Background: an optimization exercise with open tools, aiming at small area, a short achievable clock period and few clock cycles per item. Do not read the settings as production practice.
In this exercise RTL edits were held to simulation tests only and were not proved equivalent to the original.
Power figures rest on the tool's default switching activity, not on a simulated workload.

===== design/flow/design.v =====
`timescale 1ns/10ps
package uop_pkg;
    typedef enum logic [5:0] {
        op_noop    = 6'd0,
        op_alu_reg = 6'd1,
        op_addi    = 6'd2,
        op_andi    = 6'd3,
        op_ori     = 6'd4,
        op_xori    = 6'd5
    } opcode_t;
    typedef enum logic [5:0] {
        fn_add = 6'd0,
        fn_sub = 6'd1,
        fn_and = 6'd2,
        fn_or  = 6'd3,
        fn_xor = 6'd4,
        fn_sll = 6'd5,
        fn_srl = 6'd6,
        fn_slt = 6'd7
    } alu_fn_t;
    typedef struct packed {
        logic [4:0] src_b;
        logic [4:0] pad;
        alu_fn_t    fn;
    } r_form_t;
    typedef union packed {
        r_form_t     r_form;
        logic [15:0] i_form;
    } operand_u;
    typedef struct packed {
        opcode_t    opcode;
        logic [4:0] target;
        logic [4:0] src_a;
        operand_u   operands;
    } uop_t;
    typedef struct packed {
        alu_fn_t                       fn;
        logic [$clog2(32)-1:0]  target;
        logic [32-1:0]              op_a;
        logic [32-1:0]              op_b;
    } rs_entry_t;
endpackage
`timescale 1ns/10ps
package core_pkg;
    typedef logic [$clog2(32)-1:0] reg_idx_t;
    typedef logic [32-1:0] data_t;
endpackage
`timescale 1ns/10ps
module rf_aoi222 (
    input  logic s0, d0, s1, d1, s2, d2,
    output logic y
);
    assign y = !((s0 && d0) || (s1 && d1) || (s2 && d2));
endmodule
module rf_nand2 (
    input  logic s0, d0,
    output logic y
);
    assign y = !(s0 && d0);
endmodule
module rf_nor_nand (
    input  logic [10:0] x,
    output logic        y
);
    logic n0, n1, n2;
    rf_nand4 g0 (.x(x[3:0]),  .y(n0));
    rf_nand4 g1 (.x(x[7:4]),  .y(n1));
    rf_nand3 g2 (.x(x[10:8]), .y(n2));
    rf_nor3  g3 (.a(n0), .b(n1), .c(n2), .y(y));
endmodule
module rf_nand4 (input logic [3:0] x, output logic y);
    assign y = !(&x);
endmodule
module rf_nand3 (input logic [2:0] x, output logic y);
    assign y = !(&x);
endmodule
module rf_nor3 (input logic a, b, c, output logic y);
    assign y = !(a || b || c);
endmodule
module rf_port (
    input  logic [31:1]     sel,
    input  logic [31*32-1:0] regs,    
    output logic [31:0]     q_n
);
    for (genvar k = 0; k < 32; k++) begin : g_bit
        logic [10:0] t;
        for (genvar j = 0; j < 10; j++) begin : g_aoi
            rf_aoi222 u (
                .s0(sel[3*j+1]), .d0(regs[32*(3*j+1)-32+k]),
                .s1(sel[3*j+2]), .d1(regs[32*(3*j+2)-32+k]),
                .s2(sel[3*j+3]), .d2(regs[32*(3*j+3)-32+k]),
                .y(t[j])
            );
        end
        rf_nand2 u_last (.s0(sel[31]), .d0(regs[32*31-32+k]), .y(t[10]));
        rf_nor_nand u_or (.x(t), .y(q_n[k]));
    end
endmodule
`timescale 1ns/10ps
module uop_core (
    input  logic               clk,
    input  logic               reset,
    input  logic               uop_valid,
    input  logic [31:0]        uop,
    output logic               uop_ready,
    output logic               result_valid,
    output logic [4:0]         result_reg,
    output logic [31:0]        result_value
);
    logic        ready_q;
    logic        stall_q;
    logic        d_v, d_wr, d_late, d_reg, d_sext;
    logic [4:0]  d_t;
    logic [31:1] d_sa, d_sb;
    logic [15:0] d_imm;
    logic        d_add, d_sub, d_and, d_or, d_xor, d_sll, d_srl, d_slt;
    logic        d_h1a, d_h2a, d_h3a, d_h1b, d_h2b, d_h3b;
    logic        p_v, p_wr;
    logic [4:0]  p_t;
    logic        p_add, p_sub, p_and, p_or, p_xor, p_sll, p_srl, p_slt;
    logic [31:0] p_a, p_b;
    logic        p_pa, p_pb;
    logic        q_v, q_wr;
    logic [4:0]  q_t;
    logic        q_add, q_sub, q_and, q_or, q_xor, q_sll, q_srl, q_slt;
    logic [31:0] q_a;
    logic [15:0] q_bh;
    logic [4:0]  q_sh;
    logic [15:0] q_lo;
    logic        q_c;
    logic        w_v, w_wr;
    logic [4:0]  w_t;
    logic [31:0] w_val;
    logic [15:0] x1_lo;
    logic        x1_c;
    logic [31:0] x2_y;
    logic       take;
    logic [5:0] opc;
    logic [5:0] fn;
    logic [4:0] u_t, u_a, u_b;
    logic       is_reg, is_res, is_late;
    logic       ha1, ha2, ha3, hb1, hb2, hb3;
    logic       hz_late;
    assign uop_ready = ready_q;
    assign take      = uop_valid && ready_q && !reset;
    assign opc       = uop[31:26];
    assign fn        = uop[5:0];
    assign u_t       = uop[25:21];
    assign u_a       = uop[20:16];
    assign u_b       = uop[15:11];
    assign is_reg    = (opc == 6'd1);
    assign is_res    = (opc >= 6'd1) && (opc <= 6'd5);
    assign is_late   = is_reg && (fn == 6'd6 || fn == 6'd7);
    assign ha1 = d_wr && (d_t == u_a);
    assign ha2 = p_wr && (p_t == u_a);
    assign ha3 = q_wr && (q_t == u_a);
    assign hb1 = is_reg && d_wr && (d_t == u_b);
    assign hb2 = is_reg && p_wr && (p_t == u_b);
    assign hb3 = is_reg && q_wr && (q_t == u_b);
    assign hz_late = is_res && d_late && (ha1 || hb1);
    always_ff @(posedge clk) begin
        if (reset) begin
            ready_q <= 1'b0;
            stall_q <= 1'b0;
        end else begin
            ready_q <= !(take && hz_late);
            stall_q <= take && hz_late;
        end
    end
    always_ff @(posedge clk) begin
        if (reset) begin
            d_v  <= 1'b0;
            d_wr <= 1'b0;
        end else if (!stall_q) begin
            d_v  <= take && is_res;
            d_wr <= take && is_res && (u_t != 5'd0);
        end
    end
    always_ff @(posedge clk) begin
        if (!stall_q) begin
            d_t    <= u_t;
            for (int i = 1; i < 32; i++) begin
                d_sa[i] <= (u_a == 5'(i));
                d_sb[i] <= (u_b == 5'(i));
            end
            d_reg  <= is_reg;
            d_imm  <= uop[15:0];
            d_sext <= (opc == 6'd2) && uop[15];
            d_late <= is_late;
            d_add  <= (opc == 6'd2) || (is_reg && (fn == 6'd0 || fn == 6'd1));
            d_sub  <= is_reg && (fn == 6'd1 || fn == 6'd7);
            d_and  <= (opc == 6'd3) || (is_reg && fn == 6'd2);
            d_or   <= (opc == 6'd4) || (is_reg && fn == 6'd3);
            d_xor  <= (opc == 6'd5) || (is_reg && fn == 6'd4);
            d_sll  <= is_reg && fn == 6'd5;
            d_srl  <= is_reg && fn == 6'd6;
            d_slt  <= is_reg && fn == 6'd7;
            d_h1a  <= ha1;
            d_h2a  <= !ha1 && ha2;
            d_h3a  <= !ha1 && !ha2 && ha3;
            d_h1b  <= hb1;
            d_h2b  <= !hb1 && hb2;
            d_h3b  <= !hb1 && !hb2 && hb3;
        end else begin
            d_h1a  <= 1'b0;
            d_h2a  <= d_h1a;
            d_h3a  <= d_h2a;
            d_h1b  <= 1'b0;
            d_h2b  <= d_h1b;
            d_h3b  <= d_h2b;
        end
    end
    logic [31:0] r_a, r_b;
    logic [31:0]      regs [1:31];
    logic [31:1]      vld;
    logic [31*32-1:0] rf_flat;
    logic [31:0]      rf_a_n, rf_b_n;
    logic             vld_a, vld_b;
    always_ff @(posedge clk) begin
        for (int i = 1; i < 32; i++) begin
            if (w_wr && w_t == 5'(i)) begin
                regs[i] <= w_val;
            end
        end
    end
    always_ff @(posedge clk) begin
        for (int i = 1; i < 32; i++) begin
            if (reset) begin
                vld[i] <= 1'b0;
            end else if (w_wr && w_t == 5'(i)) begin
                vld[i] <= 1'b1;
            end
        end
    end
    always_comb begin
        for (int i = 1; i < 32; i++) begin
            rf_flat[32*i-1 -: 32] = regs[i];
        end
    end
    assign vld_a = |(d_sa & vld);
    assign vld_b = |(d_sb & vld);
    rf_port rd_a (.sel(d_sa), .regs(rf_flat), .q_n(rf_a_n));
    rf_port rd_b (.sel(d_sb), .regs(rf_flat), .q_n(rf_b_n));
    logic f_a1, f_a2, f_a3, f_arf;
    logic f_b1, f_b2, f_b3, f_brf, f_bim;
    assign f_a1  = d_h1a;
    assign f_a2  = d_h2a;
    assign f_a3  = d_h3a;
    assign f_arf = !d_h1a && !d_h2a && !d_h3a && vld_a;
    assign f_b1  = d_reg && d_h1b;
    assign f_b2  = d_reg && d_h2b;
    assign f_b3  = d_reg && d_h3b;
    assign f_brf = d_reg && !d_h1b && !d_h2b && !d_h3b && vld_b;
    assign f_bim = !d_reg;
    assign r_a[31:16] = ({16{f_a2}}  & x2_y[31:16])
                      | ({16{f_a3}}  & w_val[31:16])
                      | ({16{f_arf}} & ~rf_a_n[31:16]);
    assign r_a[15:0]  = ({16{f_a1}}  & x1_lo)
                      | ({16{f_a2}}  & x2_y[15:0])
                      | ({16{f_a3}}  & w_val[15:0])
                      | ({16{f_arf}} & ~rf_a_n[15:0]);
    assign r_b[31:16] = ({16{f_bim}} & {16{d_sext}})
                      | ({16{f_b2}}  & x2_y[31:16])
                      | ({16{f_b3}}  & w_val[31:16])
                      | ({16{f_brf}} & ~rf_b_n[31:16]);
    assign r_b[15:0]  = ({16{f_bim}} & d_imm)
                      | ({16{f_b1}}  & x1_lo)
                      | ({16{f_b2}}  & x2_y[15:0])
                      | ({16{f_b3}}  & w_val[15:0])
                      | ({16{f_brf}} & ~rf_b_n[15:0]);
    always_ff @(posedge clk) begin
        if (reset) begin
            p_v  <= 1'b0;
            p_wr <= 1'b0;
        end else begin
            p_v  <= d_v && !stall_q;
            p_wr <= d_wr && !stall_q;
        end
    end
    always_ff @(posedge clk) begin
        p_t   <= d_t;
        p_add <= d_add;
        p_sub <= d_sub;
        p_and <= d_and;
        p_or  <= d_or;
        p_xor <= d_xor;
        p_sll <= d_sll;
        p_srl <= d_srl;
        p_slt <= d_slt;
        p_a   <= r_a;
        p_b   <= r_b;
        p_pa  <= d_h1a;
        p_pb  <= d_h1b;
    end
    logic [15:0] x1_sum;
    assign {x1_c, x1_sum} = {1'b0, p_a[15:0]} + {1'b0, p_b[15:0] ^ {16{p_sub}}} + {16'd0, p_sub};
    assign x1_lo = ({16{p_add}} & x1_sum)
                 | ({16{p_and}} & (p_a[15:0] & p_b[15:0]))
                 | ({16{p_or}}  & (p_a[15:0] | p_b[15:0]))
                 | ({16{p_xor}} & (p_a[15:0] ^ p_b[15:0]))
                 | ({16{p_sll}} & (p_a[15:0] << p_b[3:0]) & {16{!p_b[4]}});
    always_ff @(posedge clk) begin
        if (reset) begin
            q_v  <= 1'b0;
            q_wr <= 1'b0;
        end else begin
            q_v  <= p_v;
            q_wr <= p_wr;
        end
    end
    always_ff @(posedge clk) begin
        q_t   <= p_t;
        q_add <= p_add;
        q_sub <= p_sub;
        q_and <= p_and;
        q_or  <= p_or;
        q_xor <= p_xor;
        q_sll <= p_sll;
        q_srl <= p_srl;
        q_slt <= p_slt;
        q_lo  <= x1_lo;
        q_c   <= x1_c;
        q_a   <= {p_pa ? x2_y[31:16] : p_a[31:16], p_a[15:0]};
        q_bh  <= p_pb ? x2_y[31:16] : p_b[31:16];
        q_sh  <= p_b[4:0];
    end
    logic [15:0] x2_sum;
    logic [31:0] x2_sll, x2_srl;
    logic        x2_lt;
    assign x2_sum = q_a[31:16] + (q_bh ^ {16{q_sub}}) + {15'd0, q_c};
    assign x2_sll = q_a << q_sh;
    assign x2_srl = q_a >> q_sh;
    assign x2_lt  = (q_a[31] != q_bh[15]) ? q_a[31] : x2_sum[15];
    assign x2_y[31:16] = ({16{q_add}} & x2_sum)
                       | ({16{q_and}} & (q_a[31:16] & q_bh))
                       | ({16{q_or}}  & (q_a[31:16] | q_bh))
                       | ({16{q_xor}} & (q_a[31:16] ^ q_bh))
                       | ({16{q_sll}} & x2_sll[31:16])
                       | ({16{q_srl}} & x2_srl[31:16]);
    assign x2_y[15:0]  = q_lo
                       | ({16{q_srl}} & x2_srl[15:0])
                       | {15'd0, q_slt & x2_lt};
    always_ff @(posedge clk) begin
        if (reset) begin
            w_v  <= 1'b0;
            w_wr <= 1'b0;
        end else begin
            w_v  <= q_v;
            w_wr <= q_wr;
        end
    end
    always_ff @(posedge clk) begin
        w_t   <= q_t;
        w_val <= x2_y;
    end
    assign result_valid = w_v;
    assign result_reg   = w_t;
    assign result_value = w_val;
endmodule

===== design/flow/run.sh =====
#!/bin/bash
# synth_recipe.tcl (not shown) runs the flow's synth.tcl, then flattens the netlist and writes it again
# the make line also repeats each setting of config.mk as NAME=value (left out here)
make -C /OpenROAD-flow-scripts/flow DESIGN_CONFIG=/design/flow/config.mk WORK_HOME=/design/flow/orfs CLKGATE_MAP_FILE= SYNTH_SCRIPT=/design/flow/synth_recipe.tcl finish

===== design/flow/config.mk =====
export PLATFORM = sky130hd
export DESIGN_NAME = uop_core
export DESIGN_NICKNAME = uop_core
export VERILOG_FILES = /design/flow/design.v
export SDC_FILE = /design/flow/constraint.sdc
export NUM_CORES = 4
export LEC_CHECK = 0
export CAP_MARGIN = 20
export CORE_MARGIN = 2
export CORE_UTILIZATION = 30
export SETUP_SLACK_MARGIN = 3.0
export SLEW_MARGIN = 20
export SYNTH_HIERARCHICAL = 1
export SYNTH_MINIMUM_KEEP_SIZE = 0
export TNS_END_PERCENT = 5

===== design/flow/constraint.sdc =====
create_clock -name core_clock -period 5.5 [get_ports {clk}]
set_input_delay 1.1000 -clock core_clock [delete_from_list [all_inputs] [get_ports {clk}]]
set_output_delay 1.1000 -clock core_clock [all_outputs]
set_load 0.01 [all_outputs]

==> impl_metrics.yaml, run 1 <==
power:
  peakVddDrop_uv: 255
  powerDensity_nw_per_um2: 300
  p_leak_nw: 24.4
clocking:
  cts_root_buf: "clkbuf_16"
  cts_tree: "yes"
  clock_latency_ns: 0.78
  cts_inserted_buffers: 137
  clk_transition_reported_paths_ns: 0.06
  postCtsHoldBufs: 0
  clock_path_buffers: 3
  cts_max_level: 4
  clock-sinks: 1332
setup_path:
  critPathTopFamily: "simple AND/OR/NAND/NOR gates"
  max_stage_delay_ns: 0.80
  critPathArrivalTime_ns: 3.33
  critPathKind: "reg -> reg"
  crit_path_top_delay_cell: "nor2_4"
  path_max_fanout: 18
  path_buf_inv: 1
  crit_required_ns: 5.93
  worst_setup_path_end_kind: "flop"
  cp-start-kind: "flop"
  path_cells: "nor2b_1, nand3_1, nor2_4, buf_4"
route:
  drtAntennaViolNets: 0
  wirelength_mm: 225
  firstDrtPassIters: 12
  post_drt_wl_per_cell_um: 32.1
  viasPerCell: 6.45
  route.detailed.drc: 0
  first_iter_violations: 9003
  vias: 45157
global_route:
  grt_pass1_vias: 42697
  grt_antenna_before_repair: 6
  grt_max_degree: 64
  grt_pass1_wl_mm: 307
  grt_overflow: 0
  grt_use_total_pct: 21.3
min_path:
  worstHoldPathType: "reg -> reg"
cells_and_area:
  final_nets: 4508
  area_growth_pct: 20.0
  layout-drive-gt1-share_pct: 17.5
  largest-register: "regs"
  largest_register_ff_count: 992
  post-route-util_pct: 36.2
  stdcell_count: 7000
sta:
  final-setup-viol-count: 0
  fin_worst_skew_ns: 0.0288
  whs_ns: 0.330
  tightest_slew_ns: 1.04
  slew_violations: 0
  slew_headroom_pct: 30.9
  period_share_pct: 52.6
  setup-tns-final_ns: 0
  finalHoldViolations: 0
  post-route-min-period_ns: 2.90
  rsz0062_at_grt: "true"
  fmaxAchievable_mhz: 345
floorplan:
  pin_count: 74
  dieArea_um2: 195000
  die_w_um: 442
  coreArea_um2: 190000
  fp.dieH_um: 442
  rows: 160
  initial_core_util_pct: 30.2
logic_synthesis:
  yosysUniqueCellTypes: 80
  syn_area_um2: 57500
  synth_edf_count: 1086
  synthTopCellsByArea: "edfxtp_1 (57%), a222oi_1 (11%), dfxtp_1 (8.6%)"
  synth_fp_nets: 4174
  yosysTopAreaCellShare_pct: 56.7
  yosysTopAreaCell: "edfxtp_1"
  yosysSeqAreaShare_pct: 65.3
  ys.flop_type: "edfxtp_1"
  synthCells: 4042
  avgSynthCellArea_um2: 14.2
  async_reset_ff_share_pct: 0
  synth_warnings: 8
  synth-seq-cells: 1332
placement:
  hpwl_mm: 130
  place_congestion: 0.910
  place_inst: 6637
  port-buffer-count: 73
outcome:
  status: "timing/DRC/antenna clean"
job:
  cap_violations: 0
cell usage after synthesis (all sizes together), types with 5 or more instances:
library cell / n
mux2i: 69
a221o: 19
clkbuf: 91
nor4: 15
mux2: 11
xor2: 62
nor3b: 5
a21oi: 138
o22ai: 17
o211a: 9
mux4: 53
a221oi: 33
nor3: 117
a22oi: 23
or2: 5
nand4: 137
a21o: 19
nor2b: 11
o31ai: 7
and3: 8
a22o: 14
a211o: 6
or3: 10
o2111ai: 6
ha: 94
a211oi: 18
inv: 109
o21a: 5
nor2: 303
xnor2: 18
o211ai: 20
nand2: 209
nand2b: 20
buf: 46
dfxtp: 246
a222oi: 647
a31oi: 10
nand3b: 12
o21ai: 127
o221ai: 41
nand3: 94
edfxtp: 1086
metal layers:
layer	vias to the layer above	global-route usage [%]	part of all wire (%)
met2	3641	34.1	45
met4	6	9.97	5.5
li1	18271	-	-
met1	22572	26.9	36
met5	-	0.0733	0.020
met3	667	5.61	13
repair_timing:
| item | 4_1_cts | 5_1_grt |
|---|---|---|
| setup buffers | 31 | 64 |
| endpoints found under the hold margin | 0 | 0 |
| endpoints found under the setup margin | 403 | 452 |
| resized for setup | 208 | 181 |
| pin swaps | 24 | 60 |
| gates cloned | 1 | 14 |
cells in the final DEF, fill, tap and decap left out, types with 33 or more instances in the layout:
| master | Yosys | layout |
|---|---|---|
| edfxtp_1 | 1086 | 1086 |
| a222oi_1 | 647 | 647 |
| nor2_1 | 303 | 268 |
| nand2_1 | 209 | 207 |
| dfxtp_1 | 246 | 203 |
| clkbuf_16 | 0 | 160 |
| buf_4 | 6 | 158 |
| nand4_1 | 137 | 137 |
| a21oi_1 | 138 | 122 |
| inv_1 | 107 | 104 |
| o21ai_0 | 119 | 104 |
| nand3_1 | 94 | 92 |
| ha_1 | 94 | 88 |
| mux2i_1 | 69 | 65 |
| nor3_2 | 65 | 64 |
| xor2_1 | 62 | 57 |
| mux4_2 | 49 | 50 |
| nor3_1 | 52 | 48 |
| clkbuf_1 | 91 | 41 |
| buf_6 | 5 | 41 |
| clkdlybuf4s50_1 | 0 | 36 |
| nor2_4 | 0 | 33 |
logic make-up (layout without fill, tap and decap cells):
logic type	after synthesis	count (layout)	share of synthesized area, %
adders and majority gates	97	97	2.15
other	0	2	0
buffers and inverters	249	694	1.77
xor gates and xnor gates	80	80	1.22
and+or+nand+nor	957	957	8.36
muxes	133	133	3.53
AOI/OAI and AO/OA	1194	1194	17.7
DFF	1332	1332	65.3
stage by stage:
step / setup slack, ns / area (µm²) / total power [mW]
2_1_floorplan: 2.77 / 57700 / 11.5
3_5_place_dp: 1.79 / 62300 / 11.8
5_1_grt: 2.54 / 69000 / 21.2
3_3_place_gp: 1.77 / 62300 / 11.8
4_1_cts: 2.66 / 67400 / 20.7
6_report: 2.60 / 69000 / 20.7
where the power goes:
part	switching [mW]	leakage [nW]	internal, mW
Combinational	0.548	8.32	0.251
Clock	3.91	2.12	5.13
Sequential	0.0544	14.0	10.8
Total	4.51	24.4	16.2
cell type report:
cell class,instances,area [µm²]
repair buffers,332,3570
diodes,2,5.00
clock buffers,192,3880
flip-flops and latches,1332,37600
multi-input cells,2461,19900
clock inverters,58,443
well taps,2511,3140
fillers,18077,121000
inverters,112,430
final timing paths:
| kind | from | slack, ns | depth (start not counted) | end |
|---|---|---|---|---|
| max | w_wr | 2.60 | 4 | regs[12][30] |
| max reg2reg | w_wr | 2.60 | 4 | regs[12][30] |
| min reg2reg | p_srl | 0.33 | 0 | q_srl |
| min | p_srl | 0.33 | 0 | q_srl |
Yosys stat by module, one instance, submodules excluded, excerpt:
| module | cells | times used | flip-flops and latches | cell area (µm²) |
|---|---|---|---|---|
| uop_core | 3082 | 1 | 1332 | 49100 |
| rf_aoi222 | 1 | 640 | 0 | 10.0 |
| rf_nor3 | 1 | 64 | 0 | 10.0 |
| rf_nand4 | 1 | 128 | 0 | 6.26 |
| rf_nand3 | 1 | 64 | 0 | 5.00 |
| rf_nand2 | 1 | 64 | 0 | 3.75 |
Testbench counts, summed over its fixed seeds: cycles 16,473, items 16,000.
==> run 2, diff against run 1 <==
--- a/design/flow/config.mk
+++ b/design/flow/config.mk
@@ -7,7 +7,8 @@
 export LEC_CHECK = 0
 export CAP_MARGIN = 20
 export CORE_MARGIN = 2
-export CORE_UTILIZATION = 30
+export CORE_UTILIZATION = 45
+export CTS_BUF_LIST = sky130_fd_sc_hd__clkbuf_8
 export SETUP_SLACK_MARGIN = 3.0
 export SLEW_MARGIN = 20
 export SYNTH_HIERARCHICAL = 1
==> impl_metrics.yaml, run 2 <==
placement:
  place_congestion: 0.956
  hpwl_mm: 132
  port-buffer-count: 73
  placed_area_um2: 61200
route:
  first_iter_violations: 10403
  drt-met1-wl_mm: 84.5
  firstDrtPassIters: 14
  wirelength_mm: 232
  top_layer_used: "met5"
  post_drt_wl_per_cell_um: 36.8
  viasPerCell: 7.29
  wl_met2_mm: 98.7
  vias: 46036
  wl_met3_mm: 37.0
  route.detailed.drc: 0
  drtAntennaViolNets: 0
setup_path:
  critPathArrivalTime_ns: 3.70
  crit_path_top_delay_cell: "edfxtp_1"
  critPathTopFamily: "compound AO/OA/AOI/OAI gates"
  cp-start-kind: "flop"
  worst_setup_path_end_kind: "flop"
  critPathKind: "reg -> reg"
  path_max_fanout: 31
  path_buf_inv: 1
  path_cells: "buf_4, a222oi_1, nand3_1, nor3_2, o21ai_0, a221o_1"
  crit_required_ns: 6.30
  max_stage_delay_ns: 0.62
floorplan:
  coreArea_um2: 127000
  rows: 131
  fp.dieH_um: 361
  initial_core_util_pct: 45.2
  dieArea_um2: 131000
  pin_count: 74
  die_w_um: 361
job:
  cap_violations: 0
logic_synthesis:
  yosysUniqueCellTypes: 80
  synth_common_cells: "edfxtp_1 (1086), a222oi_1 (647), nor2_1 (303)"
  avgSynthCellArea_um2: 14.2
  synth-seq-cells: 1332
  synth_edf_count: 1086
  synthCells: 4042
  synthTopCellsByArea: "edfxtp_1 (57%), a222oi_1 (11%), dfxtp_1 (8.6%)"
  syn_area_um2: 57500
  synth_fp_nets: 4174
  async_reset_ff_share_pct: 0
  yosysTopAreaCell: "edfxtp_1"
  synth_warnings: 8
  ys.flop_type: "edfxtp_1"
  yosysSeqAreaShare_pct: 65.3
  yosysTopAreaCellShare_pct: 56.7
  yosysMostFrequentCell: "edfxtp_1"
power:
  powerDensity_nw_per_um2: 289
  peakVddDrop_uv: 244
  p_leak_nw: 24.8
  p_total_mw: 19.6
sta:
  fmaxAchievable_mhz: 345
  fin_worst_skew_ns: 0.0701
  setup-tns-final_ns: 0
  post-route-min-period_ns: 2.90
  slew_violations: 0
  slew_headroom_pct: 31.3
  final-setup-viol-count: 0
  period_share_pct: 52.7
  rsz0062_at_grt: "true"
  tightest_slew_ns: 1.03
  finalHoldViolations: 0
clocking:
  clk_transition_reported_paths_ns: 0.09
  clock_path_buffers: 3
  cts_root_buf: "clkbuf_8"
  cts_max_level: 4
  cts_tree: "yes"
  clock_latency_ns: 0.94
  cts_inserted_buffers: 209
  clock-sinks: 1332
cells_and_area:
  post-route-util_pct: 53.2
  layout-drive-gt1-share_pct: 19.0
  final_nets: 4604
  area_growth_pct: 17.7
  multi_input_area_um2: 19800
  largest_register_ff_count: 992
  fillers: 10685
  largest-register: "regs"
  fin_area_um2: 67700
  layout_commonest_cell: "edfxtp_1"
  mostFrequentLayoutCells: "edfxtp_1 (1086), a222oi_1 (647), nor2_1 (269)"
  seqCellArea_um2: 37700
global_route:
  grt_overflow: 0
  grt_pass1_wl_mm: 315
  grt_max_degree: 66
  grt_antenna_before_repair: 18
  grt_use_total_pct: 33.7
  grt_pass1_vias: 43215
min_path:
  worstHoldPathType: "reg -> reg"
outcome:
  status: "timing/DRC/antenna clean"
-- run 2: cell types whose count changed in the layout (fill, tap and decap cells not counted), moves of 17 or more --
cell       delta
clkbuf_8    +228
clkbuf_1     -41
inv_1        +77
clkinv_1     +21
dfxtp_4      +17
clkbuf_16   -148
buf_4        +37
-- run 2: repair_timing --
item | in CTS | in global routing
pin swaps | 31 | 37
resized for setup | 263 | 110
buffers inserted | 70 | 46
hold buffers | 0 | 0
gates cloned | 8 | 12
endpoints found under the setup margin | 423 | 424
-- run 2: final timing paths --
path | start | slack [ns] | cells past startpoint | to
worst max-delay path | d_sa[25] | 2.60 | 6 | p_a[7]
worst min-delay path | d_and | 0.31 | 0 | p_and
worst max register to register | d_sa[25] | 2.60 | 6 | p_a[7]
worst min register to register | d_and | 0.31 | 0 | p_and
-- run 2: cell families (layout without fill, tap and decap cells) --
logic type | Yosys count | count (layout) | share of synthesized area (%)
AOI/OAI and AO/OA | 1194 | 1194 | 17.7
adders and majority gates | 97 | 97 | 2.15
DFF | 1332 | 1332 | 65.3
and+or+nand+nor | 957 | 957 | 8.36
xor gates and xnor gates | 80 | 80 | 1.22
muxes | 133 | 133 | 3.53
other | 0 | 4 | 0
buffers and inverters | 249 | 854 | 1.77
-- run 2: worst reg2reg max path, stage by stage (launching register included) --
cell      delay [ns]
edfxtp_1        0.62
buf_4           0.39
a222oi_1        0.44
nand3_1         0.28
nor3_2          0.46
o21ai_0         0.26
a221o_1         0.32
-- run 2: power by group --
part / total (mW) / internal [mW] / switching [mW] / leakage (nW)
sequential: 10.9 / 10.8 / 0.0573 / 14.0
clock: 7.91 / 3.90 / 4.01 / 2.29
combinational: 0.802 / 0.246 / 0.556 / 8.47
total: 19.6 / 15.0 / 4.63 / 24.8
-- run 2: routing by layer --
metal | global-route usage, % | vias to the layer above
met5 | 0 | -
met4 | 14.3 | 16
met3 | 12.0 | 711
met2 | 49.8 | 3992
met1 | 45.1 | 22823
li1 | - | 18494
-- run 2: area by class of cell --
cell class	count	area share [%]
flip-flops and latches	1332	55.7
clock inverters	153	1.05
multi-input cells	2461	29.2
well taps	1662	3.07
repair buffers	356	5.57
inverters	112	0.633
diodes	4	0.0148
clock buffers	233	4.74
-- run 2: per-module statistics from Yosys (local to each module, per instance), a selection --
module	cells inside	copies in the design	area [µm²]	flops+latches
rf_nand3	1	64	5.00	0
rf_nand4	1	128	6.26	0
rf_nand2	1	64	3.75	0
rf_nor3	1	64	10.0	0
uop_core	3082	1	49100	1332
rf_aoi222	1	640	10.0	0
-- run 2: metrics by stage --
step / std cells / hold slack (ns) / worst slack [ns]
after floorplan: 4042 / 0.310 / 2.77
after global placement: 5787 / 0.312 / 1.87
after detailed placement: 5787 / 0.314 / 1.97
after CTS: 6251 / 0.312 / 2.64
after global routing: 6310 / 0.329 / 2.54
final: 6313 / 0.312 / 2.60
==> run 3, diff against run 2 <==
--- a/design/flow/design.v
+++ b/design/flow/design.v
@@ -97,6 +97,65 @@
     end
 endmodule
 `timescale 1ns/10ps
+module ks_and2 (input logic a, b, output logic y);
+    assign y = a && b;
+endmodule
+module ks_xor2 (input logic a, b, output logic y);
+    assign y = a ^ b;
+endmodule
+module ks_ao21 (input logic g, p, gl, output logic y);
+    assign y = g || (p && gl);
+endmodule
+module ks_add16 (
+    input  logic [15:0] a,
+    input  logic [15:0] b,
+    input  logic        cin,
+    output logic [15:0] s,
+    output logic        cout
+);
+    logic [15:0] g0, p0;
+    logic [15:0] g [0:4];
+    logic [15:0] p [0:4];
+    for (genvar i = 0; i < 16; i++) begin : g_pg
+        ks_and2 u_g (.a(a[i]), .b(b[i]), .y(g0[i]));
+        ks_xor2 u_p (.a(a[i]), .b(b[i]), .y(p0[i]));
+    end
+    ks_ao21 u_c0 (.g(g0[0]), .p(p0[0]), .gl(cin), .y(g[0][0]));
+    assign g[0][15:1] = g0[15:1];
+    assign p[0]       = p0;
+    for (genvar l = 0; l < 4; l++) begin : g_lvl
+        localparam int D = 1 << l;
+        for (genvar i = 0; i < 16; i++) begin : g_node
+            if (i >= D) begin : g_op
+                ks_ao21 u_g (.g(g[l][i]), .p(p[l][i]), .gl(g[l][i-D]), .y(g[l+1][i]));
+                if (i >= 2 * D && l < 3) begin : g_pp
+                    ks_and2 u_p (.a(p[l][i]), .b(p[l][i-D]), .y(p[l+1][i]));
+                end else begin : g_pn
+                    assign p[l+1][i] = 1'b0;    
+                end
+            end else begin : g_pass
+                assign g[l+1][i] = g[l][i];
+                assign p[l+1][i] = p[l][i];
+            end
+        end
+    end
+    ks_xor2 u_s0 (.a(p0[0]), .b(cin), .y(s[0]));
+    for (genvar i = 1; i < 16; i++) begin : g_sum
+        ks_xor2 u_s (.a(p0[i]), .b(g[4][i-1]), .y(s[i]));
+    end
+    assign cout = g[4][15];
+endmodule
+module ks_merge16 (
+    input  logic [15:0] rest,
+    input  logic [15:0] sum,
+    input  logic        en,
+    output logic [15:0] y
+);
+    for (genvar i = 0; i < 16; i++) begin : g_bit
+        ks_ao21 u (.g(rest[i]), .p(sum[i]), .gl(en), .y(y[i]));
+    end
+endmodule
+`timescale 1ns/10ps
 module uop_core (
     input  logic               clk,
     input  logic               reset,
@@ -112,6 +171,10 @@
     logic        d_v, d_wr, d_late, d_reg, d_sext;
     logic [4:0]  d_t;
     logic [31:1] d_sa, d_sb;
+    logic        d_va, d_vb;       
+    logic [31:1] vld;
+    logic [31:1] vld_nx;
+    logic [31:0] vld_nx0;          
     logic [15:0] d_imm;
     logic        d_add, d_sub, d_and, d_or, d_xor, d_sll, d_srl, d_slt;
     logic        d_h1a, d_h2a, d_h3a, d_h1b, d_h2b, d_h3b;
@@ -132,6 +195,11 @@
     logic [4:0]  w_t;
     logic [31:0] w_val;
     logic [15:0] x1_lo;
+    logic [15:0] x1_sum;             
+    logic [15:0] x1_oth;             
+    logic [15:0] x2_sum;             
+    logic [15:0] x2_oth;             
+    logic [15:0] q_a_hi_nx, q_bh_nx;
     logic        x1_c;
     logic [31:0] x2_y;
     logic       take;
@@ -183,6 +251,8 @@
                 d_sa[i] <= (u_a == 5'(i));
                 d_sb[i] <= (u_b == 5'(i));
             end
+            d_va   <= vld_nx0[u_a];
+            d_vb   <= vld_nx0[u_b];
             d_reg  <= is_reg;
             d_imm  <= uop[15:0];
             d_sext <= (opc == 6'd2) && uop[15];
@@ -202,6 +272,8 @@
             d_h2b  <= !hb1 && hb2;
             d_h3b  <= !hb1 && !hb2 && hb3;
         end else begin
+            d_va   <= |(d_sa & vld_nx);
+            d_vb   <= |(d_sb & vld_nx);
             d_h1a  <= 1'b0;
             d_h2a  <= d_h1a;
             d_h3a  <= d_h2a;
@@ -212,7 +284,6 @@
     end
     logic [31:0] r_a, r_b;
     logic [31:0]      regs [1:31];
-    logic [31:1]      vld;
     logic [31*32-1:0] rf_flat;
     logic [31:0]      rf_a_n, rf_b_n;
     logic             vld_a, vld_b;
@@ -237,8 +308,14 @@
             rf_flat[32*i-1 -: 32] = regs[i];
         end
     end
-    assign vld_a = |(d_sa & vld);
-    assign vld_b = |(d_sb & vld);
+    always_comb begin
+        for (int i = 1; i < 32; i++) begin
+            vld_nx[i] = vld[i] || (w_wr && w_t == 5'(i));
+        end
+    end
+    assign vld_nx0 = {vld_nx, 1'b0};
+    assign vld_a = d_va;
+    assign vld_b = d_vb;
     rf_port rd_a (.sel(d_sa), .regs(rf_flat), .q_n(rf_a_n));
     rf_port rd_b (.sel(d_sb), .regs(rf_flat), .q_n(rf_b_n));
     logic f_a1, f_a2, f_a3, f_arf;
@@ -252,22 +329,34 @@
     assign f_b3  = d_reg && d_h3b;
     assign f_brf = d_reg && !d_h1b && !d_h2b && !d_h3b && vld_b;
     assign f_bim = !d_reg;
-    assign r_a[31:16] = ({16{f_a2}}  & x2_y[31:16])
-                      | ({16{f_a3}}  & w_val[31:16])
-                      | ({16{f_arf}} & ~rf_a_n[31:16]);
-    assign r_a[15:0]  = ({16{f_a1}}  & x1_lo)
-                      | ({16{f_a2}}  & x2_y[15:0])
-                      | ({16{f_a3}}  & w_val[15:0])
-                      | ({16{f_arf}} & ~rf_a_n[15:0]);
-    assign r_b[31:16] = ({16{f_bim}} & {16{d_sext}})
-                      | ({16{f_b2}}  & x2_y[31:16])
-                      | ({16{f_b3}}  & w_val[31:16])
-                      | ({16{f_brf}} & ~rf_b_n[31:16]);
-    assign r_b[15:0]  = ({16{f_bim}} & d_imm)
-                      | ({16{f_b1}}  & x1_lo)
-                      | ({16{f_b2}}  & x2_y[15:0])
-                      | ({16{f_b3}}  & w_val[15:0])
-                      | ({16{f_brf}} & ~rf_b_n[15:0]);
+    logic [31:0] r_a_rest, r_b_rest;
+    assign r_a_rest[31:16] = ({16{f_a2}}  & x2_oth)
+                           | ({16{f_a3}}  & w_val[31:16])
+                           | ({16{f_arf}} & ~rf_a_n[31:16]);
+    assign r_a_rest[15:0]  = ({16{f_a1}}  & x1_oth)
+                           | ({16{f_a2}}  & x2_lo_oth)
+                           | ({16{f_a3}}  & w_val[15:0])
+                           | ({16{f_arf}} & ~rf_a_n[15:0]);
+    assign r_b_rest[31:16] = ({16{f_bim}} & {16{d_sext}})
+                           | ({16{f_b2}}  & x2_oth)
+                           | ({16{f_b3}}  & w_val[31:16])
+                           | ({16{f_brf}} & ~rf_b_n[31:16]);
+    assign r_b_rest[15:0]  = ({16{f_bim}} & d_imm)
+                           | ({16{f_b1}}  & x1_oth)
+                           | ({16{f_b2}}  & x2_lo_oth)
+                           | ({16{f_b3}}  & w_val[15:0])
+                           | ({16{f_brf}} & ~rf_b_n[15:0]);
+    ks_merge16 m_ra_hi (.rest(r_a_rest[31:16]), .sum(x2_sum), .en(f_a2 && q_add), .y(r_a[31:16]));
+    logic r_a_rest0, r_b_rest0;
+    ks_ao21 m_ra_0 (.g(r_a_rest[0]), .p(x2_sum[15]), .gl(f_a2 && x2_slt_eq), .y(r_a_rest0));
+    ks_ao21 m_rb_0 (.g(r_b_rest[0]), .p(x2_sum[15]), .gl(f_b2 && x2_slt_eq), .y(r_b_rest0));
+    ks_merge16 m_ra_lo (
+        .rest({r_a_rest[15:1], r_a_rest0}), .sum(x1_sum), .en(f_a1 && p_add), .y(r_a[15:0])
+    );
+    ks_merge16 m_rb_hi (.rest(r_b_rest[31:16]), .sum(x2_sum), .en(f_b2 && q_add), .y(r_b[31:16]));
+    ks_merge16 m_rb_lo (
+        .rest({r_b_rest[15:1], r_b_rest0}), .sum(x1_sum), .en(f_b1 && p_add), .y(r_b[15:0])
+    );
     always_ff @(posedge clk) begin
         if (reset) begin
             p_v  <= 1'b0;
@@ -292,13 +381,15 @@
         p_pa  <= d_h1a;
         p_pb  <= d_h1b;
     end
-    logic [15:0] x1_sum;
-    assign {x1_c, x1_sum} = {1'b0, p_a[15:0]} + {1'b0, p_b[15:0] ^ {16{p_sub}}} + {16'd0, p_sub};
-    assign x1_lo = ({16{p_add}} & x1_sum)
-                 | ({16{p_and}} & (p_a[15:0] & p_b[15:0]))
-                 | ({16{p_or}}  & (p_a[15:0] | p_b[15:0]))
-                 | ({16{p_xor}} & (p_a[15:0] ^ p_b[15:0]))
-                 | ({16{p_sll}} & (p_a[15:0] << p_b[3:0]) & {16{!p_b[4]}});
+    ks_add16 add_lo (
+        .a(p_a[15:0]), .b(p_b[15:0] ^ {16{p_sub}}), .cin(p_sub),
+        .s(x1_sum), .cout(x1_c)
+    );
+    assign x1_oth = ({16{p_and}} & (p_a[15:0] & p_b[15:0]))
+                  | ({16{p_or}}  & (p_a[15:0] | p_b[15:0]))
+                  | ({16{p_xor}} & (p_a[15:0] ^ p_b[15:0]))
+                  | ({16{p_sll}} & (p_a[15:0] << p_b[3:0]) & {16{!p_b[4]}});
+    ks_merge16 m_x1 (.rest(x1_oth), .sum(x1_sum), .en(p_add), .y(x1_lo));
     always_ff @(posedge clk) begin
         if (reset) begin
             q_v  <= 1'b0;
@@ -320,26 +411,40 @@
         q_slt <= p_slt;
         q_lo  <= x1_lo;
         q_c   <= x1_c;
-        q_a   <= {p_pa ? x2_y[31:16] : p_a[31:16], p_a[15:0]};
-        q_bh  <= p_pb ? x2_y[31:16] : p_b[31:16];
+        q_a   <= {q_a_hi_nx, p_a[15:0]};
+        q_bh  <= q_bh_nx;
         q_sh  <= p_b[4:0];
     end
-    logic [15:0] x2_sum;
     logic [31:0] x2_sll, x2_srl;
-    logic        x2_lt;
-    assign x2_sum = q_a[31:16] + (q_bh ^ {16{q_sub}}) + {15'd0, q_c};
+    logic        x2_co;
+    ks_add16 add_hi (
+        .a(q_a[31:16]), .b(q_bh ^ {16{q_sub}}), .cin(q_c),
+        .s(x2_sum), .cout(x2_co)
+    );
     assign x2_sll = q_a << q_sh;
     assign x2_srl = q_a >> q_sh;
-    assign x2_lt  = (q_a[31] != q_bh[15]) ? q_a[31] : x2_sum[15];
-    assign x2_y[31:16] = ({16{q_add}} & x2_sum)
-                       | ({16{q_and}} & (q_a[31:16] & q_bh))
-                       | ({16{q_or}}  & (q_a[31:16] | q_bh))
-                       | ({16{q_xor}} & (q_a[31:16] ^ q_bh))
-                       | ({16{q_sll}} & x2_sll[31:16])
-                       | ({16{q_srl}} & x2_srl[31:16]);
-    assign x2_y[15:0]  = q_lo
-                       | ({16{q_srl}} & x2_srl[15:0])
-                       | {15'd0, q_slt & x2_lt};
+    logic        x2_slt_ne;          
+    logic        x2_slt_eq;          
+    logic [15:0] x2_lo_oth;          
+    assign x2_slt_ne = q_slt && (q_a[31] != q_bh[15]);
+    assign x2_slt_eq = q_slt && (q_a[31] == q_bh[15]);
+    assign x2_oth = ({16{q_and}} & (q_a[31:16] & q_bh))
+                  | ({16{q_or}}  & (q_a[31:16] | q_bh))
+                  | ({16{q_xor}} & (q_a[31:16] ^ q_bh))
+                  | ({16{q_sll}} & x2_sll[31:16])
+                  | ({16{q_srl}} & x2_srl[31:16]);
+    ks_merge16 m_x2 (.rest(x2_oth), .sum(x2_sum), .en(q_add), .y(x2_y[31:16]));
+    ks_merge16 m_qa (
+        .rest(p_pa ? x2_oth : p_a[31:16]), .sum(x2_sum), .en(p_pa && q_add), .y(q_a_hi_nx)
+    );
+    ks_merge16 m_qb (
+        .rest(p_pb ? x2_oth : p_b[31:16]), .sum(x2_sum), .en(p_pb && q_add), .y(q_bh_nx)
+    );
+    assign x2_lo_oth = q_lo
+                     | ({16{q_srl}} & x2_srl[15:0])
+                     | {15'd0, x2_slt_ne && q_a[31]};
+    assign x2_y[15:1] = x2_lo_oth[15:1];
+    ks_ao21 m_x2_0 (.g(x2_lo_oth[0]), .p(x2_sum[15]), .gl(x2_slt_eq), .y(x2_y[0]));
     always_ff @(posedge clk) begin
         if (reset) begin
             w_v  <= 1'b0;
--- a/design/flow/config.mk
+++ b/design/flow/config.mk
@@ -7,9 +7,8 @@
 export LEC_CHECK = 0
 export CAP_MARGIN = 20
 export CORE_MARGIN = 2
-export CORE_UTILIZATION = 45
-export CTS_BUF_LIST = sky130_fd_sc_hd__clkbuf_8
-export SETUP_SLACK_MARGIN = 3.0
+export CORE_UTILIZATION = 30
+export SETUP_SLACK_MARGIN = 3.3
 export SLEW_MARGIN = 20
 export SYNTH_HIERARCHICAL = 1
 export SYNTH_MINIMUM_KEEP_SIZE = 0
==> impl_metrics.yaml, run 3 <==
outcome:
  status: "timing/DRC/antenna clean"
floorplan:
  initial_core_util_pct: 30.1
  fp.dieH_um: 448
  die_w_um: 448
  rows: 163
  dieArea_um2: 201000
  coreArea_um2: 197000
  pin_count: 74
setup_path:
  worst_setup_path_end_kind: "flop"
  path_max_fanout: 7
  critPathArrivalTime_ns: 3.50
  reg2reg_to: "p_b[8]"
  crit_required_ns: 6.17
  ff2ff_setup_slack_ns: 2.67
  cp-start-kind: "flop"
  rr_startpoint: "d_sb[19]"
  rr_worst_depth: 8
  crit_start: "d_sb[19]"
  critPathKind: "reg -> reg"
  cp-endpoint: "p_b[8]"
clocking:
  clk_transition_reported_paths_ns: 0.06
  clock_latency_ns: 0.79
  cts_tree: "yes"
  clock-sinks: 1334
  cts_max_level: 4
  clock_path_buffers: 3
  cts_inserted_buffers: 140
  cts_root_buf: "clkbuf_16"
sta:
  final-setup-viol-count: 0
  tightest_slew_ns: 1.12
  rsz0062_at_grt: "true"
  fin_worst_skew_ns: 0.0276
  slew_headroom_pct: 25.5
  finalHoldViolations: 0
  setup-tns-final_ns: 0
  whs_ns: 0.328
  period_share_pct: 51.4
  slew_violations: 0
  fmaxAchievable_mhz: 354
  post-route-min-period_ns: 2.83
cells_and_area:
  fillers: 18503
  fin_area_um2: 73900
  layout-drive-gt1-share_pct: 22.0
  mostFrequentLayoutCells: "edfxtp_1 (1086), a222oi_1 (644), buf_4 (265)"
  final_nets: 4874
  area_growth_pct: 24.7
  largest-register: "regs"
  layout_commonest_cell: "edfxtp_1"
  stdcell_count: 7522
  largest_register_ff_count: 992
  post-route-util_pct: 37.5
global_route:
  grt_antenna_before_repair: 7
  grt_use_total_pct: 22.3
  grt_max_degree: 60
  grt_pass1_wl_mm: 325
  grt_overflow: 0
  grt_pass1_vias: 44620
logic_synthesis:
  synth_warnings: 13
  avgSynthCellArea_um2: 13.9
  synthCells: 4260
  synth_fp_nets: 4361
  syn_area_um2: 59200
placement:
  place_inst: 6993
  hpwl_mm: 138
  place_congestion: 0.897
  placed_area_um2: 64100
  port-buffer-count: 73
job:
  cap_violations: 0
route:
  vias: 47695
  viasPerCell: 6.34
  drtAntennaViolNets: 0
  wirelength_mm: 244
  first_iter_violations: 10329
  firstDrtPassIters: 14
  route.detailed.drc: 0
  post_drt_wl_per_cell_um: 32.4
min_path:
  worstHoldPathType: "reg -> reg"
power:
  p_leak_nw: 27.4
  peakVddDrop_uv: 326
  powerDensity_nw_per_um2: 297
-- run 3: through the flow --
step           setup slack [ns]  power, mW
2_1_floorplan              2.96       12.0
3_3_place_gp               1.88       12.6
3_5_place_dp               1.93       12.6
4_1_cts                    2.79       21.8
5_1_grt                    2.68       22.4
6_report                   2.67       21.9
-- run 3: final cells by class --
cell class,instances,area [µm²],share of cell area (%)
Antenna cell,4,10.0,0.0136
Clock buffer,184,3880,5.25
Clock inverter,63,488,0.661
Inverter,95,369,0.500
Multi-Input combinational cell,2699,22200,30.1
Sequential cell,1334,37700,51.1
Tap cell,2640,3300,4.47
Timing Repair Buffer,502,5870,7.95
Timing Repair inverter,1,7.51,0.0102
-- run 3: layer usage --
metal  GRT usage [%]  share of wire, %  vias to the layer above
met4            9.26               5.3                        6
met2            34.4                45                     3791
met1            28.8                36                    23891
met3            7.04                14                      663
li1                -                 -                    19344
met5               0             0.016                        -
-- run 3: how the worst min path moves through the flow --
stage | from | to | depth (start not counted)
floorplan | p_slt | q_slt | 0
global placement | p_srl | q_srl | 0
detailed placement | p_srl | q_srl | 0
CTS | p_slt | q_slt | 0
global route | p_slt | q_slt | 0
finish | p_slt | q_slt | 0
-- run 3: critical path, stage by stage (launching register included) --
cell       delay (ns)
edfxtp_1         0.46
buf_4            0.23
clkbuf_16        0.18
a222oi_1         0.37
nand4_1          0.53
nor3_4           0.37
o21ai_1          0.13
a221o_1          0.28
a21o_1           0.15
-- run 3: power breakdown --
| part | internal, mW | switching (mW) | leakage, nW |
|---|---|---|---|
| Sequential | 10.9 | 0.159 | 12.9 |
| Clock | 5.23 | 3.99 | 2.14 |
| Combinational | 0.627 | 1.02 | 12.4 |
| Total | 16.7 | 5.17 | 27.4 |
-- run 3: timing repair --
action	4_1_cts	5_1_grt
pin swaps	68	124
hold buffers	0	0
setup endpoints to repair	1176	662
resized for setup	433	246
setup buffers	87	141
gates cloned	25	24
Testbench counts of run 3, summed over its fixed seeds: cycles 16,473, items 16,000.
==> run 4, diff against run 3 <==
--- a/design/flow/config.mk
+++ b/design/flow/config.mk
@@ -7,7 +7,8 @@
 export LEC_CHECK = 0
 export CAP_MARGIN = 20
 export CORE_MARGIN = 2
-export CORE_UTILIZATION = 30
+export CORE_UTILIZATION = 45
+export CTS_BUF_LIST = sky130_fd_sc_hd__clkbuf_8
 export SETUP_SLACK_MARGIN = 3.3
 export SLEW_MARGIN = 20
 export SYNTH_HIERARCHICAL = 1
==> impl_metrics.yaml, run 4 <==
outcome:
  status: "timing/DRC/antenna clean"
sta:
  period_share_pct: 53.8
  setup-tns-final_ns: 0
  rsz0062_at_grt: "true"
  fmaxAchievable_mhz: 338
  tightest_slew_ns: 0.994
  final-setup-viol-count: 0
  fin_worst_skew_ns: 0.0675
  finalHoldViolations: 0
  slew_violations: 0
  slew_headroom_pct: 33.6
  post-route-min-period_ns: 2.96
setup_path:
  path_cells: "buf_6, buf_4, a222oi_1, nand4_1, nor3_2, o21ai_0, a221o_1, a21o_1"
  worst_setup_path_end_kind: "flop"
  crit_path_top_delay_cell: "nand4_1"
  path_max_fanout: 7
  critPathTopFamily: "compound AO/OA/AOI/OAI gates"
  crit_required_ns: 6.33
  critPathArrivalTime_ns: 3.79
  max_stage_delay_ns: 0.60
  critPathKind: "reg -> reg"
  path_buf_inv: 2
  cp-start-kind: "flop"
cells_and_area:
  largest_register_ff_count: 992
  layout-drive-gt1-share_pct: 22.2
  layout_commonest_cell: "edfxtp_1"
  mostFrequentLayoutCells: "edfxtp_1 (1086), a222oi_1 (644), buf_4 (274)"
  final_nets: 4918
  largest-register: "regs"
  fillers: 10970
  seqCellArea_um2: 37700
  area_growth_pct: 21.5
  stdcell_count: 6756
  multi_input_area_um2: 22100
power:
  p_leak_nw: 27.3
  pwr-share-comb_pct: 7.9
  powerDensity_nw_per_um2: 293
  switching_share_pct: 25.3
  peakVddDrop_uv: 263
  intPower_mw: 15.8
  power_frac_seq_pct: 52.3
  p_clk_share_pct: 39.8
  p_total_mw: 21.1
  switchingPower_mw: 5.35
logic_synthesis:
  synthCells: 4260
  synth_warnings: 13
  avgSynthCellArea_um2: 13.9
  synth_fp_nets: 4361
  syn_area_um2: 59200
global_route:
  grt_pass1_vias: 45331
  grt_use_total_pct: 34.8
  grt_max_degree: 66
  use_met1_pct: 45.6
  grt_antenna_before_repair: 10
  met2_usage_pct: 51.6
  grt.busiest_layer: "met2"
  grt_overflow: 0
  met3_usage_pct: 12.8
  grt_pass1_wl_mm: 335
clocking:
  cts_root_buf: "clkbuf_8"
  clk_transition_reported_paths_ns: 0.06
  clock-sinks: 1334
  clock_path_buffers: 3
  cts_inserted_buffers: 212
  postCtsHoldBufs: 0
  cts_max_level: 4
  clock_latency_ns: 0.96
  cts_tree: "yes"
route:
  vias: 48244
  first_iter_violations: 10877
  firstDrtPassIters: 15
  viasPerCell: 7.14
  wirelength_mm: 247
  drtAntennaViolNets: 0
  route.detailed.drc: 0
  post_drt_wl_per_cell_um: 36.6
placement:
  place_congestion: 0.922
  hpwl_mm: 139
  port-buffer-count: 73
  place_inst: 6106
floorplan:
  initial_core_util_pct: 45.2
  dieArea_um2: 135000
  coreArea_um2: 131000
  fp.dieH_um: 367
  die_w_um: 367
  pin_count: 74
  rows: 133
min_path:
  worstHoldPathType: "reg -> reg"
job:
  cap_violations: 0
[run 4: what timing repair did]
item                                    4_1_cts  5_1_grt
cloned                                       22       15
pin swaps                                    62      105
gates resized for setup                     393      268
buffers inserted                            113      102
endpoints found under the setup margin     1165      678
[run 4: worst paths after layout]
check,endpoint,cells after the start,slack (ns),startpoint
max,p_a[5],8,2.54,d_sa[14]
min,q_slt,0,0.33,p_slt
max reg2reg,p_a[5],8,2.54,d_sa[14]
min reg2reg,q_slt,0,0.33,p_slt
[run 4: cell type report]
cell class / instances / share of cell area (%)
tap: 1755 / 3.05
clock buffer: 233 / 4.46
timing repair inverter: 2 / 0.0174
sequential: 1334 / 52.5
timing repair buffer: 475 / 7.51
clock inverter: 161 / 1.31
antenna: 4 / 0.0139
multi-input combinational: 2697 / 30.7
inverter: 95 / 0.509
[run 4: per-layer routing]
layer  routed length [µm]  part of all wire [%]
met3                39300                    16
met2               107000                    43
met1                88900                    36
met4                12100                   4.9
met5                   32                 0.013
[run 4: stage by stage]
stage / area [µm²] / hold slack (ns) / setup slack (ns) / util [%]
2_1_floorplan: 59500 / 0.310 / 2.96 / -
3_3_place_gp: 63000 / 0.312 / 1.85 / 48.1
3_5_place_dp: 63000 / 0.319 / 1.85 / 48.1
4_1_cts: 69700 / 0.328 / 2.74 / 53.1
5_1_grt: 72000 / 0.340 / 2.53 / 54.9
6_report: 72000 / 0.329 / 2.54 / 54.9
[run 4: power groups by stage]
| stage | Combinational (mW) | Clock (mW) | Sequential [mW] |
|---|---|---|---|
| after detailed placement | 1.32 | 0 | 11.3 |
| after global placement | 1.32 | 0 | 11.3 |
| after CTS | 1.46 | 8.40 | 11.0 |
| final | 1.67 | 8.40 | 11.0 |
| after global routing | 1.72 | 8.85 | 11.0 |
| after floorplan | 0.759 | 0 | 11.2 |
==> run 5, diff against run 4 <==
--- a/design/flow/design.v
+++ b/design/flow/design.v
@@ -58,29 +58,16 @@
 );
     assign y = !(s0 && d0);
 endmodule
-module rf_nor_nand (
-    input  logic [10:0] x,
-    output logic        y
-);
-    logic n0, n1, n2;
-    rf_nand4 g0 (.x(x[3:0]),  .y(n0));
-    rf_nand4 g1 (.x(x[7:4]),  .y(n1));
-    rf_nand3 g2 (.x(x[10:8]), .y(n2));
-    rf_nor3  g3 (.a(n0), .b(n1), .c(n2), .y(y));
-endmodule
 module rf_nand4 (input logic [3:0] x, output logic y);
     assign y = !(&x);
 endmodule
 module rf_nand3 (input logic [2:0] x, output logic y);
     assign y = !(&x);
 endmodule
-module rf_nor3 (input logic a, b, c, output logic y);
-    assign y = !(a || b || c);
-endmodule
 module rf_port (
-    input  logic [31:1]     sel,
+    input  logic [31:1]      sel,
     input  logic [31*32-1:0] regs,    
-    output logic [31:0]     q_n
+    output logic [3*32-1:0]  part     
 );
     for (genvar k = 0; k < 32; k++) begin : g_bit
         logic [10:0] t;
@@ -93,9 +80,24 @@
             );
         end
         rf_nand2 u_last (.s0(sel[31]), .d0(regs[32*31-32+k]), .y(t[10]));
-        rf_nor_nand u_or (.x(t), .y(q_n[k]));
+        rf_nand4 g0 (.x(t[3:0]),  .y(part[3*k]));
+        rf_nand4 g1 (.x(t[7:4]),  .y(part[3*k+1]));
+        rf_nand3 g2 (.x(t[10:8]), .y(part[3*k+2]));
     end
 endmodule
+module rf_fin (
+    input  logic       f,
+    input  logic [2:0] p,
+    input  logic       rest_n,
+    input  logic       en,
+    input  logic       sum,
+    output logic       y
+);
+    logic rf_n, sum_n;
+    rf_aoi222 u_rf (.s0(f), .d0(p[0]), .s1(f), .d1(p[1]), .s2(f), .d2(p[2]), .y(rf_n));
+    rf_nand2  u_sm (.s0(en), .d0(sum), .y(sum_n));
+    rf_nand3  u_y  (.x({rf_n, rest_n, sum_n}), .y(y));
+endmodule
 `timescale 1ns/10ps
 module ks_and2 (input logic a, b, output logic y);
     assign y = a && b;
@@ -170,7 +172,8 @@
     logic        stall_q;
     logic        d_v, d_wr, d_late, d_reg, d_sext;
     logic [4:0]  d_t;
-    logic [31:1] d_sa, d_sb;
+    logic [31:1] d_sa, d_sb;       
+    logic [4:0]  d_a, d_b;
     logic        d_va, d_vb;       
     logic [31:1] vld;
     logic [31:1] vld_nx;
@@ -245,12 +248,16 @@
         end
     end
     always_ff @(posedge clk) begin
+        for (int i = 1; i < 32; i++) begin
+            d_sa[i] <= ((stall_q ? d_a : u_a) == 5'(i));
+            d_sb[i] <= ((stall_q ? d_b : u_b) == 5'(i));
+        end
+    end
+    always_ff @(posedge clk) begin
         if (!stall_q) begin
             d_t    <= u_t;
-            for (int i = 1; i < 32; i++) begin
-                d_sa[i] <= (u_a == 5'(i));
-                d_sb[i] <= (u_b == 5'(i));
-            end
+            d_a    <= u_a;
+            d_b    <= u_b;
             d_va   <= vld_nx0[u_a];
             d_vb   <= vld_nx0[u_b];
             d_reg  <= is_reg;
@@ -285,7 +292,7 @@
     logic [31:0] r_a, r_b;
     logic [31:0]      regs [1:31];
     logic [31*32-1:0] rf_flat;
-    logic [31:0]      rf_a_n, rf_b_n;
+    logic [3*32-1:0]  rf_a_p, rf_b_p;
     logic             vld_a, vld_b;
     always_ff @(posedge clk) begin
         for (int i = 1; i < 32; i++) begin
@@ -316,8 +323,8 @@
     assign vld_nx0 = {vld_nx, 1'b0};
     assign vld_a = d_va;
     assign vld_b = d_vb;
-    rf_port rd_a (.sel(d_sa), .regs(rf_flat), .q_n(rf_a_n));
-    rf_port rd_b (.sel(d_sb), .regs(rf_flat), .q_n(rf_b_n));
+    rf_port rd_a (.sel(d_sa), .regs(rf_flat), .part(rf_a_p));
+    rf_port rd_b (.sel(d_sb), .regs(rf_flat), .part(rf_b_p));
     logic f_a1, f_a2, f_a3, f_arf;
     logic f_b1, f_b2, f_b3, f_brf, f_bim;
     assign f_a1  = d_h1a;
@@ -331,32 +338,40 @@
     assign f_bim = !d_reg;
     logic [31:0] r_a_rest, r_b_rest;
     assign r_a_rest[31:16] = ({16{f_a2}}  & x2_oth)
-                           | ({16{f_a3}}  & w_val[31:16])
-                           | ({16{f_arf}} & ~rf_a_n[31:16]);
+                           | ({16{f_a3}}  & w_val[31:16]);
     assign r_a_rest[15:0]  = ({16{f_a1}}  & x1_oth)
                            | ({16{f_a2}}  & x2_lo_oth)
-                           | ({16{f_a3}}  & w_val[15:0])
-                           | ({16{f_arf}} & ~rf_a_n[15:0]);
+                           | ({16{f_a3}}  & w_val[15:0]);
     assign r_b_rest[31:16] = ({16{f_bim}} & {16{d_sext}})
                            | ({16{f_b2}}  & x2_oth)
-                           | ({16{f_b3}}  & w_val[31:16])
-                           | ({16{f_brf}} & ~rf_b_n[31:16]);
+                           | ({16{f_b3}}  & w_val[31:16]);
     assign r_b_rest[15:0]  = ({16{f_bim}} & d_imm)
                            | ({16{f_b1}}  & x1_oth)
                            | ({16{f_b2}}  & x2_lo_oth)
-                           | ({16{f_b3}}  & w_val[15:0])
-                           | ({16{f_brf}} & ~rf_b_n[15:0]);
-    ks_merge16 m_ra_hi (.rest(r_a_rest[31:16]), .sum(x2_sum), .en(f_a2 && q_add), .y(r_a[31:16]));
+                           | ({16{f_b3}}  & w_val[15:0]);
     logic r_a_rest0, r_b_rest0;
     ks_ao21 m_ra_0 (.g(r_a_rest[0]), .p(x2_sum[15]), .gl(f_a2 && x2_slt_eq), .y(r_a_rest0));
     ks_ao21 m_rb_0 (.g(r_b_rest[0]), .p(x2_sum[15]), .gl(f_b2 && x2_slt_eq), .y(r_b_rest0));
-    ks_merge16 m_ra_lo (
-        .rest({r_a_rest[15:1], r_a_rest0}), .sum(x1_sum), .en(f_a1 && p_add), .y(r_a[15:0])
-    );
-    ks_merge16 m_rb_hi (.rest(r_b_rest[31:16]), .sum(x2_sum), .en(f_b2 && q_add), .y(r_b[31:16]));
-    ks_merge16 m_rb_lo (
-        .rest({r_b_rest[15:1], r_b_rest0}), .sum(x1_sum), .en(f_b1 && p_add), .y(r_b[15:0])
-    );
+    logic [31:0] r_a_rest_n, r_b_rest_n;
+    logic [31:0] x_sum;
+    logic        en_a_hi, en_a_lo, en_b_hi, en_b_lo;
+    assign r_a_rest_n = ~{r_a_rest[31:1], r_a_rest0};
+    assign r_b_rest_n = ~{r_b_rest[31:1], r_b_rest0};
+    assign x_sum      = {x2_sum, x1_sum};
+    assign en_a_hi    = f_a2 && q_add;
+    assign en_a_lo    = f_a1 && p_add;
+    assign en_b_hi    = f_b2 && q_add;
+    assign en_b_lo    = f_b1 && p_add;
+    for (genvar k = 0; k < 32; k++) begin : g_opnd
+        rf_fin fa (
+            .f(f_arf), .p(rf_a_p[3*k+2 -: 3]), .rest_n(r_a_rest_n[k]),
+            .en(k >= 16 ? en_a_hi : en_a_lo), .sum(x_sum[k]), .y(r_a[k])
+        );
+        rf_fin fb (
+            .f(f_brf), .p(rf_b_p[3*k+2 -: 3]), .rest_n(r_b_rest_n[k]),
+            .en(k >= 16 ? en_b_hi : en_b_lo), .sum(x_sum[k]), .y(r_b[k])
+        );
+    end
     always_ff @(posedge clk) begin
         if (reset) begin
             p_v  <= 1'b0;
--- a/design/flow/config.mk
+++ b/design/flow/config.mk
@@ -7,9 +7,8 @@
 export LEC_CHECK = 0
 export CAP_MARGIN = 20
 export CORE_MARGIN = 2
-export CORE_UTILIZATION = 45
-export CTS_BUF_LIST = sky130_fd_sc_hd__clkbuf_8
-export SETUP_SLACK_MARGIN = 3.3
+export CORE_UTILIZATION = 30
+export SETUP_SLACK_MARGIN = 3.0
 export SLEW_MARGIN = 20
 export SYNTH_HIERARCHICAL = 1
 export SYNTH_MINIMUM_KEEP_SIZE = 0
==> impl_metrics.yaml, run 5 <==
clocking:
  postCtsHoldBufs: 0
  clock_latency_ns: 0.80
  clock_path_buffers: 3
  clock-sinks: 1344
  cts_tree: "yes"
  cts_max_level: 4
  cts_root_buf: "clkbuf_16"
  clk_transition_reported_paths_ns: 0.06
  cts_inserted_buffers: 134
cells_and_area:
  mostFrequentLayoutCells: "edfxtp_1 (1024), a222oi_1 (757), dfxtp_1 (283)"
  layout_commonest_cell: "edfxtp_1"
  post-route-util_pct: 35.7
  largest-register: "regs"
  largest_register_ff_count: 992
  final_nets: 4604
  layout-drive-gt1-share_pct: 16.0
  area_growth_pct: 18.4
placement:
  port-buffer-count: 73
  place_congestion: 0.938
  hpwl_mm: 143
sta:
  slew_violations: 0
  setup-tns-final_ns: 0
  post-route-min-period_ns: 2.93
  tightest_slew_ns: 1.06
  slew_headroom_pct: 29.5
  rsz0062_at_grt: "true"
  period_share_pct: 53.3
  fin_worst_skew_ns: 0.0372
  finalHoldViolations: 0
  fmaxAchievable_mhz: 341
  final-setup-viol-count: 0
route:
  post_drt_wl_per_cell_um: 33.1
  drt-met1-wl_mm: 85.2
  firstDrtPassIters: 15
  wl_met2_mm: 107
  route.detailed.drc: 0
  vias: 47282
  top_layer_used: "met5"
  drtAntennaViolNets: 0
  wirelength_mm: 240
  first_iter_violations: 11785
  viasPerCell: 6.52
  wl_met3_mm: 34.8
logic_synthesis:
  synthCells: 4171
  synth_fp_nets: 4272
  synth_warnings: 13
  avgSynthCellArea_um2: 14.2
  syn_area_um2: 59300
floorplan:
  pin_count: 74
  coreArea_um2: 197000
  dieArea_um2: 201000
  fp.dieH_um: 449
  initial_core_util_pct: 30.1
  die_w_um: 449
  rows: 163
power:
  p_total_mw: 21.3
  peakVddDrop_uv: 232
  p_leak_nw: 25.7
  powerDensity_nw_per_um2: 303
global_route:
  grt_pass1_wl_mm: 336
  grt_max_degree: 97
  grt_overflow: 0
  grt_use_total_pct: 22.7
  grt_pass1_vias: 45402
  grt_antenna_before_repair: 10
min_path:
  worstHoldPathType: "reg -> reg"
outcome:
  status: "timing/DRC/antenna clean"
setup_path:
  cp-start-kind: "flop"
  critPathKind: "reg -> reg"
  worst_setup_path_end_kind: "flop"
  critPathArrivalTime_ns: 3.35
  path_max_fanout: 19
  crit_required_ns: 5.92
job:
  cap_violations: 0
[run 5: cell types whose count changed in the layout (fill, tap and decap cells not counted), moves of 60 or more]
cell | previous run | this run
o21ai_0 | 92 | 11
edfxtp_1 | 1086 | 1024
buf_4 | 274 | 185
clkbuf_8 | 233 | 3
a21oi_1 | 126 | 49
clkbuf_16 | 14 | 135
dfxtp_1 | 197 | 283
a222oi_1 | 644 | 757
nand3_1 | 79 | 147
a21o_1 | 233 | 173
[run 5: cell type report]
type	count	area, µm²
repair buffers	315	3160
clock buffers	184	3590
fillers	18668	127000
clock inverters	61	538
flip-flops and latches	1344	37200
well taps	2640	3300
inverters	127	482
diodes	4	10.0
multi-input cells	2581	21900
[run 5: metal layers]
layer  vias to the layer above  GRT usage (%)
li1                      18917              -
met1                     23612           28.7
met2                      3992           35.1
met3                       753           7.02
met4                         8           11.4
met5                         -              0
[run 5: critical path, stage by stage (launching register included)]
cell	delay, ns
dfxtp_1	0.73
nor2b_1	0.35
nand2_1	0.29
nor2_4	0.63
buf_4	0.54
[run 5: worst paths after layout]
kind / start / end / slack, ns / cells after the start
hold / removal: p_srl / q_srl / 0.34 / 0
setup reg to reg: w_wr / regs[3][19] / 2.57 / 4
setup / recovery: w_wr / regs[3][19] / 2.57 / 4
hold reg to reg: p_srl / q_srl / 0.34 / 0
[run 5: stage by stage]
| stage | setup WS [ns] | hold slack (ns) | cells | area (µm²) |
|---|---|---|---|---|
| 4_1_cts | 2.64 | 0.337 | 7234 | 69900 |
| 6_report | 2.57 | 0.336 | 7256 | 70200 |
| 2_1_floorplan | 2.02 | 0.310 | 4171 | 59400 |
| 3_3_place_gp | 1.77 | 0.315 | 6930 | 64300 |
| 3_5_place_dp | 1.78 | 0.313 | 6930 | 64300 |
| 5_1_grt | 2.51 | 0.339 | 7253 | 70200 |
[run 5: repair_timing]
action                     in CTS  in global routing
setup endpoints to repair    1143                755
gates resized for setup       234                 29
buffers inserted               50                 18
pin swaps                      21                  9
cloned                          9                  0
[run 5: report_power, final]
group / switching (mW) / total, mW / internal [mW]
clock: 4.04 / 8.86 / 4.83
combinational: 0.863 / 1.37 / 0.509
sequential: 0.153 / 11.0 / 10.9
total: 5.05 / 21.3 / 16.2
Testbench counts of run 5, summed over its fixed seeds: cycles 16,473, items 16,000.

==> separate check: timing with driven ports <==
How much do the figures lean on ideal ports? The routed layouts below were timed once more, with nothing changed but the port constraints.
Step 1: set_driving_cell puts a clkbuf_16 on clk and a buf_2 on each other input, an assumption about the parent block.
Step 2 times the ports against the registers' clock, not the clock port: input delays grow and output delays shrink by t, the midpoint of the rising clock arrivals with the driver on.
Slacks: no drivers / after step 1 / after step 2; pairs: no drivers / after step 1.
run | t, ns | setup WS [ns] | worst setup path after step 2 | pins driven straight from the clock port
run 1 | 0.829 | 2.604 / 2.604 / 2.079 | input to register | 1
run 2 | 0.970 | 2.601 / 2.594 / 2.071 | input to register | 1
run 3 | 0.862 | 2.673 / 2.673 / 2.503 | input to register | 1
run 4 | 0.996 | 2.540 / 2.540 / 2.278 | input to register | 1
run 5 | 0.858 | 2.569 / 2.569 / 1.964 | input to register | 1
After both steps every run listed still meets setup and hold. For run 5, which loses most, drivers alone change the setup slack by 0.000 ns; drivers and shift together by -0.605 ns.
